This is an optimization exercise on Yosys and OpenROAD, whose aim is small area, not a production implementation. The RTL was checked by simulation tests, not by an equivalence proof against the original design. Power is estimated from default activity; no workload was simulated.

Setup of job 6779:
## pe_array_drain
module pe_array_drain
#(
  parameter int activation_width  = pe_array_pkg::DEF_ACTIVATION_WIDTH,
  parameter int accumulator_width = pe_array_pkg::DEF_ACCUMULATOR_WIDTH,
  parameter int array_x           = pe_array_pkg::DEF_ARRAY_X,
  parameter int array_y           = pe_array_pkg::DEF_ARRAY_Y,
  parameter int addr_width        = pe_array_pkg::DEF_ADDR_WIDTH
) (
  input  logic                                   clk,
  input  logic                                   rstn,
  input  logic                                   start,
  input  logic        [addr_width-1:0]           base_addr,
  input  logic        [$clog2(accumulator_width)-1:0] shift,
  input  logic        [array_x*array_y*accumulator_width-1:0] acc_in,
  output logic                                   pe_clear,
  output logic                                   wr_valid,
  input  logic                                   wr_ready,
  output logic        [addr_width-1:0]           wr_addr,
  output logic signed [activation_width-1:0]     wr_data,
  output logic                                   busy,
  output logic                                   done
);
  localparam int N     = array_x * array_y;
  localparam int IDX_W = $clog2(N);
  localparam int SH_W  = $clog2(accumulator_width);
  localparam logic [IDX_W-1:0] LAST = IDX_W'(N - 1);
  logic                                drain_q;
  logic [IDX_W-1:0]                    idx;
  logic [addr_width-1:0]               base_q;
  logic [SH_W-1:0]                     shift_q;
  logic signed [accumulator_width-1:0] snap [N];
  logic signed [activation_width-1:0]  q_w;
  logic                                hs;
  assign hs = drain_q & wr_ready;
  for (genvar gi = 0; gi < N; gi++) begin : g_snap
    always_ff @(posedge clk) begin
      if (!drain_q) snap[gi] <= acc_in[gi*accumulator_width +: accumulator_width];
    end
  end
  ...
Size: ~670 flip-flops, roughly 0.025 mm^2 of cells after synthesis.
export LEC_CHECK = 0
export CAP_MARGIN = 20
export CORE_MARGIN = 2
export CORE_UTILIZATION = 60
export PLACE_DENSITY = 0.75
export SLEW_MARGIN = 20
export SYNTH_HIERARCHICAL = 1
export SYNTH_MINIMUM_KEEP_SIZE = 0
create_clock -name core_clock -period 10.0 [get_ports {clk}]
standard.sh (not shown) runs the stock make flow with config.mk's settings and CLKGATE_MAP_FILE= SYNTH_SCRIPT=/design/flow/synth_recipe.tcl, a recipe that flattens the netlist after the stock synthesis.
==> flow/flow/run.sh <==
#!/bin/bash
# Standard ORFS layout (the standard.sh, unchanged synthesis) with
# single-drive port buffers and a clock tree of fewer, larger clusters.
# Each tool's log is under orfs/logs; the make output is in standard.log.
export BUFFER_PORTS_ARGS="-buffer_cell sky130_fd_sc_hd__buf_1"
export CTS_ARGS="-sink_clustering_enable -repair_clock_nets -dont_use_dummy_load -buf_list sky130_fd_sc_hd__clkbuf_8 -sink_clustering_size 20 -sink_clustering_max_diameter 60"
bash standard.sh > standard.log 2>&1
The final layout from job 6779, which completed every stage, passed the timing, DRC and antenna checks at the end of the flow.
Modified inputs, job 9531 compared to job 6779
# job 6779
export LEC_CHECK = 0
export CAP_MARGIN = 20
export CORE_MARGIN = 2
export CORE_UTILIZATION = 60
export PLACE_DENSITY = 0.75
export SLEW_MARGIN = 20
export SYNTH_HIERARCHICAL = 1
export SYNTH_MINIMUM_KEEP_SIZE = 0
create_clock -name core_clock -period 10.0 [get_ports {clk}]
# job 9531
export LEC_CHECK = 0
export CAP_MARGIN = 20
export CORE_MARGIN = 2
export CORE_UTILIZATION = 40
export SLEW_MARGIN = 20
export SYNTH_HIERARCHICAL = 1
export SYNTH_MINIMUM_KEEP_SIZE = 0
create_clock -name core_clock -period 10.0 [get_ports {clk}]
==> flow/run.sh (new file) <==
#!/bin/bash
# synth_recipe.tcl (not shown) runs the flow's synth.tcl, then flattens the netlist and writes it again
# the make line also repeats each setting of config.mk as NAME=value (left out here)
make -C /OpenROAD-flow-scripts/flow DESIGN_CONFIG=/design/flow/config.mk WORK_HOME=/design/flow/orfs CLKGATE_MAP_FILE= SYNTH_SCRIPT=/design/flow/synth_recipe.tcl finish
removed: flow/flow/run.sh
removed: flow/standard.sh
Results
- The leakage power in job 9531 is 1.3 times that in job 6779.
- On cell area reported after detailed placement, the higher figure sits with job 9531, not job 6779.
- Job 9531 vs job 6779 — global-route usage dropped 8.9 points.
- | half-perimeter wire length after detailed placement | job 9531 vs job 6779 | worse |
- Job 6779 has higher met3 layer wire length in the routed design than job 9531.
- In the flow results for job 9531 and job 6779, the final net count is smaller on job 6779.
- Final instance area went up by more than 10% going from job 6779 to job 9531.
- Est. power | job 9531 vs job 6779 | job 9531 higher
Inputs modified between job 9531 and job 8406:
# job 9531
export LEC_CHECK = 0
export CAP_MARGIN = 20
export CORE_MARGIN = 2
export CORE_UTILIZATION = 40
export SLEW_MARGIN = 20
export SYNTH_HIERARCHICAL = 1
export SYNTH_MINIMUM_KEEP_SIZE = 0
create_clock -name core_clock -period 10.0 [get_ports {clk}]
# job 8406
export LEC_CHECK = 0
export CAP_MARGIN = 20
export CORE_MARGIN = 2
export CORE_UTILIZATION = 70
export PLACE_DENSITY = 0.85
export SLEW_MARGIN = 20
export SYNTH_HIERARCHICAL = 1
export SYNTH_MINIMUM_KEEP_SIZE = 0
create_clock -name core_clock -period 10.0 [get_ports {clk}]
==> flow/flow/run.sh (new file) <==
#!/bin/bash
# Standard ORFS layout (the standard.sh, unchanged synthesis) with
# single-drive port buffers and a clock tree of fewer, larger clusters.
# Each tool's log is under orfs/logs; the make output is in standard.log.
export BUFFER_PORTS_ARGS="-buffer_cell sky130_fd_sc_hd__buf_1"
export CTS_ARGS="-sink_clustering_enable -repair_clock_nets -dont_use_dummy_load -buf_list sky130_fd_sc_hd__clkbuf_8 -sink_clustering_size 30 -sink_clustering_max_diameter 100"
bash standard.sh > standard.log 2>&1
==> flow/standard.sh (new file) <==
#!/bin/bash
# synth_recipe.tcl (not shown) runs the flow's synth.tcl, then flattens the netlist and writes it again
# the make line also repeats each setting of config.mk as NAME=value (left out here)
make -C /OpenROAD-flow-scripts/flow DESIGN_CONFIG=/design/flow/config.mk WORK_HOME=/design/flow/orfs CLKGATE_MAP_FILE= SYNTH_SCRIPT=/design/flow/synth_recipe.tcl "${@:-finish}"
removed: flow/run.sh
Findings:
Changes observed in job 8406 relative to job 9531: synthesized area level, standard-cell row count moved down, horizontal die dimension moved down, post-synthesis cell count level, xor/xnor cell area share of the yosys netlist level.
For job 8406, the flow was terminated by a tool error in I/O pin placement and produced no final design.
Job 8406 against job 9531; vertical extent of the die is down by more than 10%.
In terms of async set-or-reset flop fraction in the synthesized netlist, job 8406 and job 9531 differ only marginally.

-- re-timing with driven ports --
Ports are ideal in the flow. The routed layouts listed here were re-timed in OpenROAD. Step 1 sets driving cells, clkbuf_16 on the clock port and buf_2 on the other inputs (assumed; they add their load-dependent delay and slew). Step 2 adds t to the input delays and takes it off the output delays; t is the mean of the earliest and latest rising clock arrival at the registers after step 1. Input paths then give back, and output paths get back, about the clock's delay inside the block. Three values: ideal ports, drivers, drivers and shift; two values: the first two.
run	shift t [ns]	setup WS [ns]	worst setup path at the end
job 6779	0.688	1.246 / 1.192 / 1.880	register to output
job 9531	0.683	1.193 / 1.128 / 1.812	register to output
After both steps every run listed still meets setup and hold.
